Background: an optimization exercise with open tools, aiming at small area, a short achievable clock period and few clock cycles per item. Do not read the settings as production practice.
In this exercise RTL edits were held to simulation tests only and were not proved equivalent to the original.

### flow/config.mk
export PLATFORM = sky130hd
export DESIGN_NAME = triangle_tangent_bitangent
export DESIGN_NICKNAME = triangle_tangent_bitangent
export VERILOG_FILES = /design/flow/design.v
export SDC_FILE = /design/flow/constraint.sdc
export NUM_CORES = 4
export LEC_CHECK = 0
export CAP_MARGIN = 20
export CORE_MARGIN = 2
export CORE_UTILIZATION = 40
export SETUP_SLACK_MARGIN = 3.5
export SLEW_MARGIN = 20
### flow/run.sh
#!/bin/bash
# synth_recipe.tcl (not shown) runs the flow's synth.tcl, then flattens the netlist and writes it again
# the make line also repeats each setting of config.mk as NAME=value (left out here)
make -C /OpenROAD-flow-scripts/flow DESIGN_CONFIG=/design/flow/config.mk WORK_HOME=/design/flow/orfs CLKGATE_MAP_FILE= SYNTH_SCRIPT=/design/flow/synth_recipe.tcl finish
### flow/design.v
package ttb_pkg;
    localparam int POS_W_DEF = 32;
    localparam int TEX_W_DEF = 24;
    localparam int OUT_W     = 32;
    localparam int FRAC_SHIFT = 16;
endpackage
module ttb_mul
#(
    parameter int AW = 20,
    parameter int BW = 17,
    parameter int SW = 58
)
(
    input  logic                 clk,
    input  logic                 en,
    input  logic                 clr,
    input  logic [1:0]           shc,
    input  logic signed [AW-1:0] a,
    input  logic signed [BW-1:0] b,
    input  logic signed [AW-1:0] c,
    input  logic signed [BW-1:0] d,
    output logic signed [SW-1:0] acc
);
    localparam int PW = AW + BW + 1;
    localparam logic [PW:0] KC0 = ((PW+1)'(1) << PW) + ((PW+1)'(1) << (AW - 1))
                                + ((PW+1)'(1) << (BW - 1)) - ((PW+1)'(1) << (AW + BW - 1))
                                + ((PW+1)'(1) << (AW - 1))
                                + ((PW+1)'(1) << (BW - 1)) - ((PW+1)'(1) << (AW + BW - 1));
    localparam logic [PW-1:0] KC = KC0[PW-1:0];
    logic [PW-1:0] rows_a [BW];
    logic [PW-1:0] rows_c [BW];
    logic [PW-1:0] ps_n;
    always_comb
    begin
        for (int i = 0; i < BW; i++)
        begin
            logic [AW-1:0] r, t;
            for (int k = 0; k < AW; k++)
            begin
                r[k] = a[k] & b[i];
                t[k] = c[k] & d[i];
            end
            if (i < BW - 1)
            begin
                r[AW-1] = !r[AW-1];
                t[AW-1] = !t[AW-1];
            end
            else
            begin
                r[AW-2:0] = ~r[AW-2:0];
                t[AW-2:0] = ~t[AW-2:0];
            end
            rows_a[i] = PW'(r) << i;
            rows_c[i] = PW'(t) << i;
        end
        ps_n = KC;
        for (int i = 0; i < BW; i++)
        begin
            ps_n = ps_n + rows_a[i] + rows_c[i];
        end
    end
    logic signed [PW-1:0] ps;
    logic                 clr_d;
    logic [1:0]           shc_d;
    always_ff @(posedge clk)
    begin
        if (en)
        begin
            ps    <= ps_n;
            clr_d <= clr;
            shc_d <= shc;
        end
    end
    logic signed [SW-1:0] acc_sel, acc_hi, sum, acc_next;
    always_comb
    begin
        acc_sel = clr_d ? SW'(0) : acc;
        case (shc_d)
            2'd0:    acc_hi = acc_sel;
            2'd1:    acc_hi = acc_sel >>> 16;
            2'd2:    acc_hi = acc_sel >>> 19;
            default: acc_hi = acc_sel >>> 35;
        endcase
        sum = acc_hi + SW'(ps);
        case (shc_d)
            2'd0:    acc_next = sum;
            2'd1:    acc_next = {sum[SW-17:0], acc_sel[15:0]};
            2'd2:    acc_next = {sum[SW-20:0], acc_sel[18:0]};
            default: acc_next = {sum[SW-36:0], acc_sel[34:0]};
        endcase
    end
    always_ff @(posedge clk)
    begin
        if (en)
        begin
            acc <= acc_next;
        end
    end
endmodule
module ttb_div
#(
    parameter int DW = 49,           
    parameter int XW = 32,           
    parameter int K  = 2,
    parameter int CW = 5
)
(
    input  logic          clk,
    input  logic          rst_n,
    input  logic          load,
    input  logic [CW-1:0] cnt_in,
    input  logic [DW-1:0] rem_in,
    input  logic [XW-1:0] x_in,
    input  logic [DW-1:0] den,
    input  logic          take,
    output logic          pend,
    output logic          busy,
    output logic          last,
    output logic [XW-1:0] xr
);
    logic [XW-1:0] x;
    logic [DW-1:0] rem;
    logic [CW-1:0] cnt;
    logic [DW-1:0] r_n [K+1];
    logic [XW-1:0] x_n [K+1];
    logic [DW:0]   sh  [K];
    logic [DW+1:0] df  [K];
    assign busy = pend && (cnt != '0);
    assign last = pend && (cnt == '0 || cnt == CW'(1));
    assign xr   = (cnt == '0) ? x : x_n[K];
    always_comb
    begin
        r_n[0] = rem;
        x_n[0] = x;
        for (int i = 0; i < K; i++)
        begin
            sh[i] = {r_n[i], x_n[i][XW-1]};
            df[i] = {1'b0, sh[i]} - {2'b00, den};
            if (!df[i][DW+1])
            begin
                r_n[i+1] = df[i][DW-1:0];
                x_n[i+1] = {x_n[i][XW-2:0], 1'b1};
            end
            else
            begin
                r_n[i+1] = sh[i][DW-1:0];
                x_n[i+1] = {x_n[i][XW-2:0], 1'b0};
            end
        end
    end
    always_ff @(posedge clk or negedge rst_n)
    begin
        if (!rst_n)
        begin
            pend <= 1'b0;
        end
        else if (load)
        begin
            pend <= 1'b1;
        end
        else if (take)
        begin
            pend <= 1'b0;
        end
    end
    always_ff @(posedge clk)
    begin
        rem <= load ? rem_in : r_n[K];
    end
    always_ff @(posedge clk)
    begin
        if (load)
        begin
            x   <= x_in;
            cnt <= cnt_in;
        end
        else if (busy)
        begin
            x   <= x_n[K];
            cnt <= cnt - 1'b1;
        end
    end
endmodule
module triangle_tangent_bitangent
#(
    parameter int POSITION_WIDTH = ttb_pkg::POS_W_DEF,
    parameter int TEXCOORD_WIDTH = ttb_pkg::TEX_W_DEF
)
(
    input  logic                             clk,
    input  logic                             rst_n,
    input  logic                             in_valid,
    output logic                             in_ready,
    input  logic signed [POSITION_WIDTH-1:0] pos_x,
    input  logic signed [POSITION_WIDTH-1:0] pos_y,
    input  logic signed [POSITION_WIDTH-1:0] pos_z,
    input  logic signed [TEXCOORD_WIDTH-1:0] tex_u,
    input  logic signed [TEXCOORD_WIDTH-1:0] tex_v,
    output logic                             out_valid,
    input  logic                             out_ready,
    output logic signed [ttb_pkg::OUT_W-1:0] tangent_x,
    output logic signed [ttb_pkg::OUT_W-1:0] tangent_y,
    output logic signed [ttb_pkg::OUT_W-1:0] tangent_z,
    output logic signed [ttb_pkg::OUT_W-1:0] bitangent_x,
    output logic signed [ttb_pkg::OUT_W-1:0] bitangent_y,
    output logic signed [ttb_pkg::OUT_W-1:0] bitangent_z,
    output logic                             degenerate,
    output logic                             saturated
);
    localparam int OUT_W      = ttb_pkg::OUT_W;
    localparam int FRAC_SHIFT = ttb_pkg::FRAC_SHIFT;
    localparam int PW  = POSITION_WIDTH + 1;         
    localparam int TW  = TEXCOORD_WIDTH + 1;         
    localparam int AW  = (PW > TW) ? PW : TW;        
    localparam int SW  = AW + TW;                    
    localparam int NMW = SW - 1;                     
    localparam int DMW = 2 * TW - 1;                 
    localparam int NW  = NMW + FRAC_SHIFT;           
    localparam int K   = 2;                          
    localparam int NC  = 16;                         
    localparam int XW  = NC * K;                     
    localparam int RW  = NW - XW;                    
    localparam int CW  = $clog2(NC + 1);
    localparam int MAW = 20;                         
    localparam int MBW = 17;
    localparam int ALW = MAW - 1;                    
    localparam int BLW = MBW - 1;
    logic [1:0] qcnt_reg;
    logic en;
    assign en = !qcnt_reg[1];
    logic [1:0] cnt_reg;
    logic signed [POSITION_WIDTH-1:0] p0_reg [3];
    logic signed [TEXCOORD_WIDTH-1:0] t0_reg [2];
    logic signed [PW-1:0] a1_reg [3];                
    logic signed [PW-1:0] a2_reg [3];                
    logic signed [TW-1:0] u1_reg, v1_reg;            
    logic signed [TW-1:0] u2_reg, v2_reg;            
    logic signed [PW-1:0] pd [3];
    logic signed [TW-1:0] u1_in, v1_in, u2_in, v2_in;
    logic take0, take1, take2;
    logic [2:0] a1f_reg, a2f_reg;
    logic       u1f_reg, v1f_reg, u2f_reg, v2f_reg;
    logic [2:0] pdf;
    logic       u1f_in, v1f_in, u2f_in, v2f_in;
    function automatic logic pfits(input logic [PW-1:0] v);
        pfits = (v[PW-1:ALW] == '0) || (v[PW-1:ALW] == '1);
    endfunction
    function automatic logic tfits(input logic [TW-1:0] v);
        tfits = (v[TW-1:BLW] == '0 && v[BLW-1:0] != '1) || (v[TW-1:BLW] == '1 && v[BLW-1:0] != '0);
    endfunction
    assign pd[0] = PW'(p0_reg[0]) - PW'(pos_x);
    assign pd[1] = PW'(p0_reg[1]) - PW'(pos_y);
    assign pd[2] = PW'(p0_reg[2]) - PW'(pos_z);
    assign u1_in = TW'(t0_reg[0]) - TW'(tex_u);
    assign v1_in = TW'(t0_reg[1]) - TW'(tex_v);
    assign u2_in = TW'(tex_u) - TW'(t0_reg[0]);
    assign v2_in = TW'(tex_v) - TW'(t0_reg[1]);
    assign pdf[0] = pfits(pd[0]);
    assign pdf[1] = pfits(pd[1]);
    assign pdf[2] = pfits(pd[2]);
    assign u1f_in = tfits(u1_in);
    assign v1f_in = tfits(v1_in);
    assign u2f_in = tfits(u2_in);
    assign v2f_in = tfits(v2_in);
    always_ff @(posedge clk)
    begin
        if (take0)
        begin
            p0_reg[0] <= pos_x;
            p0_reg[1] <= pos_y;
            p0_reg[2] <= pos_z;
            t0_reg[0] <= tex_u;
            t0_reg[1] <= tex_v;
        end
        if (take1)
        begin
            a1_reg[0] <= pd[0];
            a1_reg[1] <= pd[1];
            a1_reg[2] <= pd[2];
            u1_reg <= u1_in;
            v1_reg <= v1_in;
            a1f_reg <= pdf;
            u1f_reg <= u1f_in;
            v1f_reg <= v1f_in;
        end
        if (take2)
        begin
            a2_reg[0] <= pd[0];
            a2_reg[1] <= pd[1];
            a2_reg[2] <= pd[2];
            u2_reg <= u2_in;
            v2_reg <= v2_in;
            a2f_reg <= pdf;
            u2f_reg <= u2f_in;
            v2f_reg <= v2f_in;
        end
    end
    logic       mrun_reg;
    logic [3:0] cyc_reg;
    logic [1:0] pass_reg;
    logic       tpar_reg;
    logic       act;
    logic [3:0] s;
    logic [1:0] p;
    logic       last;
    logic       fin;
    logic       last6;
    assign act   = en && (mrun_reg || (cnt_reg == 2'd2 && in_valid));
    assign s     = mrun_reg ? cyc_reg : 4'd0;
    assign p     = mrun_reg ? pass_reg : 2'd0;
    assign fin   = act && s == 4'd6 && last6;
    assign take0 = in_valid && cnt_reg == 2'd0;
    assign take1 = in_valid && cnt_reg == 2'd1 && (!mrun_reg || fin);
    assign take2 = act && !mrun_reg;
    assign in_ready = (cnt_reg == 2'd0) || (cnt_reg == 2'd1 && (!mrun_reg || fin))
                   || (cnt_reg == 2'd2 && en && !mrun_reg);
    always_ff @(posedge clk or negedge rst_n)
    begin
        if (!rst_n)
        begin
            cnt_reg  <= 2'd0;
            mrun_reg <= 1'b0;
        end
        else
        begin
            if (in_valid && in_ready)
            begin
                cnt_reg <= (cnt_reg == 2'd2) ? 2'd0 : cnt_reg + 2'd1;
            end
            if (act)
            begin
                mrun_reg <= !fin;
            end
        end
    end
    always_ff @(posedge clk)
    begin
        if (act)
        begin
            cyc_reg  <= last ? s + 4'd1 : s;
            pass_reg <= last ? 2'd0 : p + 2'd1;
            if (s == 4'd0 && p == 2'd0)
            begin
                tpar_reg <= !tpar_reg;
            end
        end
    end
    logic [1:0] comp;
    logic signed [AW-1:0] ma, mc;
    logic signed [TW-1:0] mb, md;
    assign comp = (s < 4'd3) ? 2'd0 : (s < 4'd5) ? 2'd1 : 2'd2;
    always_comb
    begin
        if (s == 4'd0)
        begin
            ma = AW'(u1_reg);
            mb = mrun_reg ? v2_reg : v2_in;
            mc = AW'(-v1_reg);
            md = mrun_reg ? u2_reg : u2_in;
        end
        else if (s[0])
        begin
            ma = a1_reg[comp];
            mb = v2_reg;
            mc = a2_reg[comp];
            md = v1_reg;
        end
        else
        begin
            ma = a2_reg[comp];
            mb = u1_reg;
            mc = a1_reg[comp];
            md = u2_reg;
        end
    end
    logic fit_a, fit_b, pa, pb;
    logic signed [MAW-1:0] ca, cc;
    logic signed [MBW-1:0] cb, cd;
    logic [1:0] shc;
    always_comb
    begin
        if (s == 4'd0)
        begin
            fit_a = u1f_reg && v1f_reg;
            fit_b = mrun_reg ? (v2f_reg && u2f_reg) : (v2f_in && u2f_in);
        end
        else
        begin
            fit_a = a1f_reg[comp] && a2f_reg[comp];
            fit_b = s[0] ? (v2f_reg && v1f_reg) : (u1f_reg && u2f_reg);
        end
    end
    logic fit6_a, fit6_b;
    assign fit6_a = a1f_reg[2] && a2f_reg[2];
    assign fit6_b = u1f_reg && u2f_reg;
    assign last6  = fit6_a ? (fit6_b || p[0]) : (fit6_b ? p[0] : (p == 2'd3));
    assign pa    = !fit_a && p[0];
    assign pb    = !fit_b && (fit_a ? p[0] : p[1]);
    assign last  = fit_a ? (fit_b || p[0]) : (fit_b ? p[0] : (p == 2'd3));
    assign ca    = fit_a ? ma[MAW-1:0] : (pa ? {{(MAW-AW+ALW){ma[AW-1]}}, ma[AW-1:ALW]} : {1'b0, ma[ALW-1:0]});
    assign cc    = fit_a ? mc[MAW-1:0] : (pa ? {{(MAW-AW+ALW){mc[AW-1]}}, mc[AW-1:ALW]} : {1'b0, mc[ALW-1:0]});
    assign cb    = fit_b ? mb[MBW-1:0] : (pb ? {{(MBW-TW+BLW){mb[TW-1]}}, mb[TW-1:BLW]} : {1'b0, mb[BLW-1:0]});
    assign cd    = fit_b ? md[MBW-1:0] : (pb ? {{(MBW-TW+BLW){md[TW-1]}}, md[TW-1:BLW]} : {1'b0, md[BLW-1:0]});
    assign shc   = {pa, pb};
    logic signed [MAW-1:0] ma_reg;
    logic signed [MBW-1:0] mb_reg;
    logic signed [MAW-1:0] mc_reg;
    logic signed [MBW-1:0] md_reg;
    logic [1:0]           shc_reg;
    logic                 clr_reg;
    logic                 s1_v;
    logic [3:0]           s1_idx;
    logic                 s1_last;
    logic                 s1_par;
    logic signed [SW-1:0] acc;
    logic                 s2_v, s3_v;
    logic [3:0]           s2_idx, s3_idx;
    logic                 s2_last, s3_last;
    logic                 s2_par, s3_par;
    always_ff @(posedge clk or negedge rst_n)
    begin
        if (!rst_n)
        begin
            s1_v <= 1'b0;
            s2_v <= 1'b0;
            s3_v <= 1'b0;
        end
        else if (en)
        begin
            s1_v <= act;
            s2_v <= s1_v;
            s3_v <= s2_v;
        end
    end
    always_ff @(posedge clk)
    begin
        if (en)
        begin
            ma_reg  <= ca;
            mb_reg  <= cb;
            mc_reg  <= cc;
            md_reg  <= cd;
            shc_reg <= shc;
            clr_reg <= p == 2'd0;
            s1_idx  <= s;
            s1_last <= last;
            s1_par  <= (s == 4'd0 && p == 2'd0) ? !tpar_reg : tpar_reg;
            s2_idx  <= s1_idx;
            s2_last <= s1_last;
            s2_par  <= s1_par;
            s3_idx  <= s2_idx;
            s3_last <= s2_last;
            s3_par  <= s2_par;
        end
    end
    ttb_mul #(.AW(MAW), .BW(MBW), .SW(SW)) u_mul
    (
        .clk (clk),
        .en  (en),
        .clr (clr_reg),
        .shc (shc_reg),
        .a   (ma_reg),
        .b   (mb_reg),
        .c   (mc_reg),
        .d   (md_reg),
        .acc (acc)
    );
    logic           fire_a;
    logic [2:0]     ja;
    logic [NMW-1:0] nabs;
    logic           nsign;
    assign fire_a = s3_v && s3_last;
    assign ja     = s3_idx[2:0];
    assign nsign  = acc[SW-1];
    assign nabs   = nsign ? NMW'(-acc) : NMW'(acc);
    logic [5:0] nmsb;
    logic       nzero;
    always_comb
    begin
        nmsb = '0;
        for (int i = 0; i < NMW; i++)
        begin
            if (nabs[i])
            begin
                nmsb = 6'(i);
            end
        end
    end
    assign nzero = (nabs == '0);
    localparam int QW = NMW + 12;
    logic [QW-1:0] q0_reg, q1_reg, qin;
    logic          push, pop;
    assign push = en && fire_a;
    assign qin  = {nabs, nsign, ja, s3_par, nmsb, nzero};
    always_ff @(posedge clk or negedge rst_n)
    begin
        if (!rst_n)
        begin
            qcnt_reg <= 2'd0;
        end
        else
        begin
            qcnt_reg <= qcnt_reg + 2'(push) - 2'(pop);
        end
    end
    always_ff @(posedge clk)
    begin
        if (pop)
        begin
            q0_reg <= (qcnt_reg == 2'd1) ? qin : q1_reg;
        end
        else if (push && qcnt_reg == 2'd0)
        begin
            q0_reg <= qin;
        end
        if (push && (qcnt_reg == 2'd2 || (qcnt_reg == 2'd1 && !pop)))
        begin
            q1_reg <= qin;
        end
    end
    logic           l1_v;
    logic [NMW-1:0] l1_nabs;
    logic           l1_sign;
    logic [2:0]     l1_j;
    logic           l1_par;
    logic [5:0]     l1_msb;
    logic           l1_zero;
    assign l1_v = (qcnt_reg != 2'd0);
    assign {l1_nabs, l1_sign, l1_j, l1_par, l1_msb, l1_zero} = q0_reg;
    logic           dsg_reg;
    logic           dz_reg;
    logic [5:0]     dmsb_reg;
    logic [DMW-1:0] dn_reg [2];                      
    always_ff @(posedge clk)
    begin
        if (pop && l1_j == 3'd0)
        begin
            dsg_reg         <= l1_sign;
            dz_reg          <= l1_zero;
            dmsb_reg        <= l1_msb;
            dn_reg[l1_par]  <= DMW'(l1_nabs);
        end
    end
    logic [2:0]     db;
    logic [DMW-1:0] dsel;
    logic           bneg;
    logic [NW-1:0]  nfull;
    logic [NW:0]    nmd;
    logic           negeff;
    logic [NW-1:0]  nsel;
    logic           bsat;
    logic           bdz;
    logic           stall_b;
    logic signed [7:0] qb;                           
    logic [4:0]     hq;                              
    logic [4:0]     hsh;
    logic [DMW+XW-1:0] wide;
    assign db     = l1_j - 3'd1;
    assign dsel   = dn_reg[l1_par];
    assign bdz    = dz_reg;
    assign bneg   = l1_sign ^ dsg_reg ^ db[0];
    assign nfull  = {l1_nabs, {FRAC_SHIFT{1'b0}}};
    assign nmd    = {1'b0, nfull} - (NW+1)'(dsel);
    assign negeff = bneg && !nmd[NW] && !bdz;
    assign nsel   = negeff ? nmd[NW-1:0] : nfull;
    assign bsat   = !bdz && (NW'(nsel[NW-1:OUT_W-1]) >= NW'(dsel));
    assign qb     = 8'(l1_msb) + 8'(FRAC_SHIFT + 1) - 8'(dmsb_reg);
    always_comb
    begin
        if (bdz || l1_zero || qb <= 8'sd0)
            hq = 5'd0;
        else if (qb >= 8'sd32)
            hq = 5'd16;
        else
            hq = 5'((qb + 8'sd1) >>> 1);
    end
    assign hsh  = 5'd16 - hq;
    assign wide = (DMW+XW)'({{(DMW+XW-NW){1'b0}}, nsel} << {hsh, 1'b0});
    logic [5:0]       pend, busy, last_d, take, free, par_d;
    logic [5:0]       neg_d, ovf_d;
    logic             deg5;
    logic [XW-1:0]    xq [6];
    logic [5:0]       full_reg;
    logic [5:0]       sat_reg;
    logic [OUT_W-1:0] res_reg [6];                   
    logic [5:0]       sneg_reg;
    logic [OUT_W-1:0] res [6];                       
    logic             deg_reg;
    logic             xfer;
    assign out_valid = &full_reg;
    assign xfer      = out_valid && out_ready;
    for (genvar d = 0; d < 6; d++)
    begin : g_div
        logic load;
        assign take[d] = last_d[d] && !full_reg[d];
        assign free[d] = !pend[d] || take[d];
        assign load    = pop && l1_j != 3'd0 && db == 3'(d);
        ttb_div #(.DW(DMW), .XW(XW), .K(K), .CW(CW)) u_div
        (
            .clk    (clk),
            .rst_n  (rst_n),
            .load   (load),
            .cnt_in (CW'(hq)),
            .rem_in (wide[DMW+XW-1:XW]),
            .x_in   (wide[XW-1:0]),
            .den    (dn_reg[par_d[d]]),
            .take   (take[d]),
            .pend   (pend[d]),
            .busy   (busy[d]),
            .last   (last_d[d]),
            .xr     (xq[d])
        );
        always_ff @(posedge clk)
        begin
            if (load)
            begin
                par_d[d] <= l1_par;
                neg_d[d] <= negeff;
                ovf_d[d] <= bsat;
            end
        end
        always_ff @(posedge clk)
        begin
            if (take[d])
            begin
                res_reg[d]  <= xq[d][OUT_W-1:0];
                sat_reg[d]  <= ovf_d[d];
                sneg_reg[d] <= neg_d[d];
            end
        end
        assign res[d] = sat_reg[d] ? {sneg_reg[d], {(OUT_W-1){!sneg_reg[d]}}}
                                   : (res_reg[d] ^ {OUT_W{sneg_reg[d]}});
    end
    logic load5;
    assign load5 = pop && l1_j == 3'd6;
    always_ff @(posedge clk)
    begin
        if (load5)
        begin
            deg5 <= bdz;
        end
        if (take[5])
        begin
            deg_reg <= deg5;
        end
    end
    always_ff @(posedge clk or negedge rst_n)
    begin
        if (!rst_n)
        begin
            full_reg <= '0;
        end
        else
        begin
            full_reg <= xfer ? '0 : (full_reg | take);
        end
    end
    logic [5:0] par_hit;
    for (genvar d = 0; d < 6; d++)
    begin : g_hit
        assign par_hit[d] = busy[d] && (par_d[d] == l1_par);
    end
    assign stall_b = (l1_j == 3'd0) ? (|par_hit) : !free[db];
    assign pop     = l1_v && !stall_b;
    assign tangent_x   = res[0];
    assign bitangent_x = res[1];
    assign tangent_y   = res[2];
    assign bitangent_y = res[3];
    assign tangent_z   = res[4];
    assign bitangent_z = res[5];
    assign degenerate  = deg_reg;
    assign saturated   = |sat_reg;
endmodule
### flow/constraint.sdc
create_clock -name core_clock -period 11.0 [get_ports {clk}]
set_input_delay 2.2000 -clock core_clock [delete_from_list [all_inputs] [get_ports {clk}]]
set_output_delay 2.2000 -clock core_clock [all_outputs]
set_load 0.01 [all_outputs]
==> summary.md, run 1 <==
| Metric | Value |
|---|---|
| Status | `complete, no violations` |
| Area contributors post-synth | `edfxtp_1 (27%), ha_1 (9.2%), fa_1 (8.6%), nand2_1 (5.7%), xnor2_1 (4.5%)` |
| Initial antenna violation count | `20` |
| Num Clock Sinks | `1661` |
| Final Core Density | `48.8%` |
| Crit path top cell by count | `buf_6` |
| Final HPWL DP | `415000 µm` |
| Residual DRC count | `0` |
| Layout Cells excl Fill | `22336` |
| Mean number of vias per cell | `5.84` |
| Clock slew at reported path FFs | `0.06 ns` |
| Top Ports | `344` |
| CTS root buffer | `clkbuf_16` |
| Arrival time worst endpoint | `9.42 ns` |
| Initial drt markers | `13374` |
| Post-synth ARST share | `1.20%` |
| CP startpoint kind | `register` |
| CTS tree | `yes` |
| Final setup viols | `0` |
| Core area | `0.368 mm²` |
| Crit Path Max Fanout | `11` |
| DIE AREA | `0.374 mm²` |
| Syn Area/Cell | `8.99 µm²` |
| Global-route wire length before repair | `822000 µm` |
| First-pass DRT Iterations | `8` |
| Synthesis-to-layout area growth | `21.8%` |
| Slowest cell on crit path | `edfxtp_1` |
| Chip width | `611 µm` |
| Commonest non-fill, non-tap cells in the layout | `nand2_1 (2165), edfxtp_1 (1340), nor2_1 (1209), a21oi_1 (1113), inv_1 (1097)` |
| Largest net degree at the start of global routing | `155` |
| Syn nets | `18285` |
| Clk buf depth | `4` |
| Netlist cell types | `116` |
| Critical Path Max Stage Delay | `0.41 ns` |
| Most used DFF post-synth | `edfxtp_1` |
| Final ANT Viol Nets | `0` |
| Share of the synthesized area in the top cell type | `27.3%` |
| # rows | `223` |
| Global-route usage over all layers | `29.2%` |
| CTS Buf Count | `195` |
| Crit path capture type | `register` |
| Clk_skew | `0.128 ns` |
| Nets@finish | `19195` |
| Post-route clock period utilization | `77.1%` |
| Drt wl/cell | `25.5 µm` |
| Minimum clock period | `8.48 ns` |
| Post-synth EDFFs | `1340` |
| Yosys top cell by area | `edfxtp_1` |
| Final hold slack | `0.391 ns` |
| Fillers | `34114` |
| RSZ-0062 raised after global routing | `true` |
| Seq/Total Area, Yosys | `31.7%` |
| Die height | `611 µm` |
| Yosys reg bits | `1661` |
| Via Count | `130464` |
| Final hold viol count | `0` |
| Final Max Tran Viols | `0` |
| Layout Cell Area excl Fill | `0.180 mm²` |
| Gate Count Post-Synth | `16419` |
| Max cap viols | `0` |
| Synth warn | `24` |
| Cell count after placement | `21099` |
| Hold crit path type | `reg -> reg` |
| Vias in the first global route | `124200` |
| Share of layout cells above drive strength 1 | `16.4%` |
| WS Path Type | `reg -> reg` |
| Synth Cell Area | `0.148 mm²` |
| Leading cell type in the layout, fill and taps excluded | `nand2_1` |
| Total negative slack | `0 ns` |
| Max reg flops | `294` |
| Clock latency at the later pin of the worst-skew pair | `1.01 ns` |
| Slew @ Worst Pin | `1.32 ns` |
| Initial Utilization | `40.1%` |
| Max_slew headroom | `11.6%` |
| H-tree levels | `4` |
| Placed cell area | `0.157 mm²` |
| Final setup margin | `2.52 ns` |
| Gr ovfl total | `0` |
| Setup WS pre-CTS | `1.20 ns` |
| Post-Route WL | `570000 µm` |
| Placer congestion estimate | `1.04` |
| Req. time, crit path | `11.94 ns` |
| Port Buf Inserts | `343` |
| Highest clock rate | `118 MHz` |
-- cell type report --
type                            instances  area [µm²]  area share (%)
Clock inverter                        118        1290           0.719
Multi-Input combinational cell      12876      101000            56.0
Tap cell                             4837        6050            3.37
Timing Repair Buffer                 1464       15400            8.57
Timing Repair inverter                  5         115          0.0640
Inverter                             1126        4260            2.37
Antenna cell                           12        30.0          0.0167
Clock buffer                          237        5080            2.82
Sequential cell                      1661       46800            26.0
-- metal layers --
metal	up-vias	GRT usage, %	wire (µm)
met4	14	20.9	49300
met1	63059	35.5	219000
met3	1620	4.60	43500
met5	-	0	114
li1	60043	-	-
met2	5728	47.3	258000
-- cells by family (layout without fill, tap and decap cells) --
group	count (synthesis)	count (layout)	share of synthesized area, %
flops	1661	1661	31.7
fa+ha+maj	1718	1718	17.8
compound gates	4098	4104	17.6
buf+inv	1892	2950	4.87
simple gates	5194	5198	15.9
other cells	0	12	0
xor+xnor	1068	1068	6.35
mux	788	788	5.84
-- repair_timing --
action	CTS	global route
setup endpoints to repair	407	366
hold endpoints to repair	0	0
resized for setup	1064	563
hold buffers	0	0
setup buffers	574	208
pin swaps	433	387
cloned	77	9
-- path summary, 6_finish.rpt --
path / start / to / slack, ns / depth (start not counted)
worst max register to register: dn_reg[0][0]$_DFFE_PP_ / g_div[4].u_div.rem[35]$_DFF_P_ / 2.52 / 47
max in group asynchronous: rst_n / s3_v$_DFFE_PN0N_ / 8.96 / 1
worst min register to register: deg5$_DFFE_PP_ / deg_reg$_DFFE_PP_ / 0.39 / 0
worst min-delay path: deg5$_DFFE_PP_ / deg_reg$_DFFE_PP_ / 0.39 / 0
min in group asynchronous: rst_n / g_div[5].u_div.pend$_DFFE_PN0P_ / 1.32 / 1
worst max-delay path: dn_reg[0][0]$_DFFE_PP_ / g_div[4].u_div.rem[35]$_DFF_P_ / 2.52 / 47
-- worst max-delay path: cells and delay by family (launching register included) --
kind / cells / cell delay [ns]
AOI/OAI and AO/OA: 27 / 4.90
adders and majority gates: 3 / 0.69
DFF: 1 / 0.41
muxes: 1 / 0.29
buffers and inverters: 13 / 1.72
and+or+nand+nor: 3 / 0.47
-- Yosys cell counts (227+ instances only) --
cell type	count
nand2_1	2241
edfxtp_1	1340
nor2_1	1304
a21oi_1	1286
inv_1	1113
ha_1	1085
o21ai_0	860
xnor2_1	758
clkbuf_1	650
fa_1	633
mux2i_1	524
a21o_1	399
and2_1	313
xor2_1	308
dfxtp_1	301
nor3_1	235
mux2_2	227
Testbench counts, summed over its fixed seeds: cycles 4,069, items 384.
==> inputs of run 2 (changes only) <==
--- a/flow/config.mk
+++ b/flow/config.mk
@@ -7,6 +7,6 @@
 export LEC_CHECK = 0
 export CAP_MARGIN = 20
 export CORE_MARGIN = 2
-export CORE_UTILIZATION = 40
-export SETUP_SLACK_MARGIN = 3.5
+export CORE_UTILIZATION = 55
+export SETUP_SLACK_MARGIN = 3
 export SLEW_MARGIN = 20
==> run 2 against run 1 <==
  * Still clean on timing, DRC and antenna
  * Worst hold slack better by 0.028 ns
  * Core utilization up 18 points
  * Sequential share of layout area is 0.12 points higher
  * Critical path type unchanged
==> summary.md, run 2 <==
| Metric | Value |
|---|---|
| CTS Buf Count | `195` |
| Seq/Total Area, Yosys | `31.7%` |
| Netlist cell types | `116` |
| Max reg flops | `294` |
| Gate Count Post-Synth | `16419` |
| Highest clock rate | `113 MHz` |
| Hold depth | `0` |
| # rows | `190` |
| Final Max Tran Viols | `0` |
| Mean number of vias per cell | `6.49` |
| Initial antenna violation count | `45` |
| Initial Utilization | `55.2%` |
| Synth Area in Adders | `17.8%` |
| Num Clock Sinks | `1661` |
| CP startpoint kind | `register` |
| Yosys top cell by area | `edfxtp_1` |
| WS Path Type | `reg -> reg` |
| Post-synth ARST share | `1.20%` |
| Req. time, crit path | `11.71 ns` |
| Most used DFF post-synth | `edfxtp_1` |
| Synth warn | `24` |
| Clk_skew | `0.0874 ns` |
| Crit-path leading delay family | `compound AO/OA/AOI/OAI gates` |
| Final HPWL DP | `447000 µm` |
| Largest family of logic cells by synthesized area | `adder cells` |
| Via Count | `137421` |
| Clk buf depth | `4` |
| Final hold viol count | `0` |
| Share of layout cells above drive strength 1 | `16.7%` |
| Initial drt markers | `15192` |
| Minimum clock period | `8.86 ns` |
| Synth Cell Area | `0.148 mm²` |
| Final Core Density | `66.9%` |
| H-tree levels | `4` |
| Crit path capture type | `register` |
| CTS root buffer | `clkbuf_16` |
| CP bufs+invs | `10` |
| Post-Route WL | `616000 µm` |
| Chip width | `522 µm` |
| Crit path top cell by count | `buf_4` |
| Hold crit path type | `reg -> reg` |
| DIE AREA | `0.272 mm²` |
| Compound-Gate Fraction of Synth Area | `17.6%` |
| Port Buf Inserts | `343` |
| Final ANT Viol Nets | `0` |
| Residual DRC count | `0` |
| Slew @ Worst Pin | `1.40 ns` |
| Status | `complete, no violations` |
| Top post-synthesis cells by count | `nand2_1 (2241), edfxtp_1 (1340), nor2_1 (1304)` |
| XOR/XNOR Fraction of Synth Area | `6.35%` |
| CTS tree | `yes` |
| Core area | `0.267 mm²` |
| Vias in the first global route | `135731` |
| RSZ-0062 raised after global routing | `true` |
| Die height | `522 µm` |
| Nets@finish | `19273` |
| Crit Path Max Fanout | `9` |
| Share of the synthesized area in the top cell type | `27.3%` |
| Most common cell in the netlist | `nand2_1` |
| Top Ports | `344` |
| Synth Area in Simple Gates | `15.9%` |
| Max cap viols | `0` |
| Final hold slack | `0.419 ns` |
| Crit path depth | `39` |
| Syn Area/Cell | `8.99 µm²` |
| Drt wl/cell | `29.1 µm` |
| Slowest cell on crit path | `or4_4` |
| Commonest non-fill, non-tap cells in the layout | `nand2_1 (2161), edfxtp_1 (1340), nor2_1 (1231), inv_1 (1096), a21oi_1 (1092)` |
| Post-synth EDFFs | `1340` |
| Arrival time worst endpoint | `9.57 ns` |
| R2R Setup Slk | `2.14 ns` |
| First-pass DRT Iterations | `8` |
| Clock slew at reported path FFs | `0.06 ns` |
| Total negative slack | `0 ns` |
| Placer congestion estimate | `1.10` |
| Largest net degree at the start of global routing | `155` |
| Final setup viols | `0` |
| Clock latency at the later pin of the worst-skew pair | `0.94 ns` |
| Max_slew headroom | `5.74%` |
| Syn nets | `18285` |
| Synthesis-to-layout area growth | `21.2%` |
| Leading cell type in the layout, fill and taps excluded | `nand2_1` |
| Post-route clock period utilization | `80.5%` |
| Yosys reg bits | `1661` |
| Area contributors post-synth | `edfxtp_1 (27%), ha_1 (9.2%), fa_1 (8.6%), nand2_1 (5.7%), xnor2_1 (4.5%)` |
| Gr ovfl total | `0` |
| Post-CTS Hold Fix Bufs | `0` |
| Global-route wire length before repair | `876000 µm` |
| Global-route usage over all layers | `43.4%` |
| Critical Path Max Stage Delay | `0.55 ns` |
| Post-synthesis mux area share | `5.84%` |
| FF-to-FF path depth | `39` |
==> run 2: cell count changes in the layout (fill, tap and decap cells not counted), sizes merged, moves of 2 or more <==
cell,delta
clkinvlp,+2
bufinv,+9
inv,+3
diode,+33
clkbuf,-6
clkinv,-17
buf,+90
and2,-2
a311o,+2
o32a,-3
nand2,-2
==> run 2: timing repair <==
| action | CTS | global route |
|---|---|---|
| gates resized for setup | 989 | 700 |
| buffers inserted | 408 | 176 |
| pin swaps | 371 | 384 |
| endpoints found under the setup margin | 323 | 376 |
| cloned | 53 | 10 |
==> run 2: cell type report <==
class,instances,area [µm²]
Clock buffer,233,5150
Fill cell,20791,88600
Sequential cell,1661,46800
Tap cell,3552,4440
Timing Repair Buffer,1553,16200
Clock inverter,120,1470
Inverter,1126,4250
Multi-Input combinational cell,12870,100000
Antenna cell,45,113
==> run 2: path summary, 6_finish.rpt <==
check | end | start
worst min register to register | sat_reg[0]$_DFFE_PP_ | ovf_d[0]$_DFFE_PP_
worst max-delay path | g_div[2].u_div.rem[18]$_DFF_P_ | dn_reg[0][0]$_DFFE_PP_
max in group asynchronous | cnt_reg[1]$_DFFE_PN0P_ | rst_n
worst max register to register | g_div[2].u_div.rem[18]$_DFF_P_ | dn_reg[0][0]$_DFFE_PP_
min in group asynchronous | g_div[2].u_div.pend$_DFFE_PN0P_ | rst_n
worst min-delay path | sat_reg[0]$_DFFE_PP_ | ovf_d[0]$_DFFE_PP_
==> run 2: layer usage <==
metal,routed length (µm),global-route usage [%],vias up
met3,60800,10.5,2795
met4,69800,40.3,20
met5,134,0,-
met2,280000,69.6,8114
met1,205000,47.4,66263
li1,-,-,60229
==> run 2: logic make-up (layout without fill, tap and decap cells) <==
kind of cell | count (synthesis) | count (layout)
adders and majority gates | 1718 | 1718
buffers and inverters | 1892 | 3032
muxes | 788 | 788
and+or+nand+nor | 5194 | 5195
other | 0 | 45
AOI/OAI and AO/OA | 4098 | 4101
xor gates and xnor gates | 1068 | 1068
DFF | 1661 | 1661
==> run 2: through the flow <==
step	setup slack, ns	instances	area [µm²]
4_1_cts	2.27	20925	174000
5_1_grt	1.95	21121	179000
3_5_place_dp	0.542	20111	158000
2_1_floorplan	2.89	16419	148000
3_3_place_gp	0.569	20108	158000
6_report	2.14	21160	179000

==> static timing again, ports no longer ideal <==
How much do the figures lean on ideal ports? The routed layouts below were timed once more, with nothing changed but the port constraints. Step 1 sets driving cells, clkbuf_16 on the clock port and buf_2 on the other inputs (assumed; they add their load-dependent delay and slew). Step 2 moves the port delays by t, midway between the first and last clock arrival at a register: inputs arrive t later, outputs are due t later. That takes back most of the time a late clock gives input paths. a / b / c = no drivers / after step 1 / after step 2; a / b = the first two.
| run | t (ns) | setup slack, ns | hold slack, ns |
|---|---|---|---|
| run 1 | 1.036 | 2.515 / 2.515 / 2.515 | 0.391 / 0.391 / 0.391 |
| run 2 | 1.012 | 2.140 / 2.140 / 2.140 | 0.419 / 0.419 / 0.419 |
After both steps setup and hold are still met in every run listed.
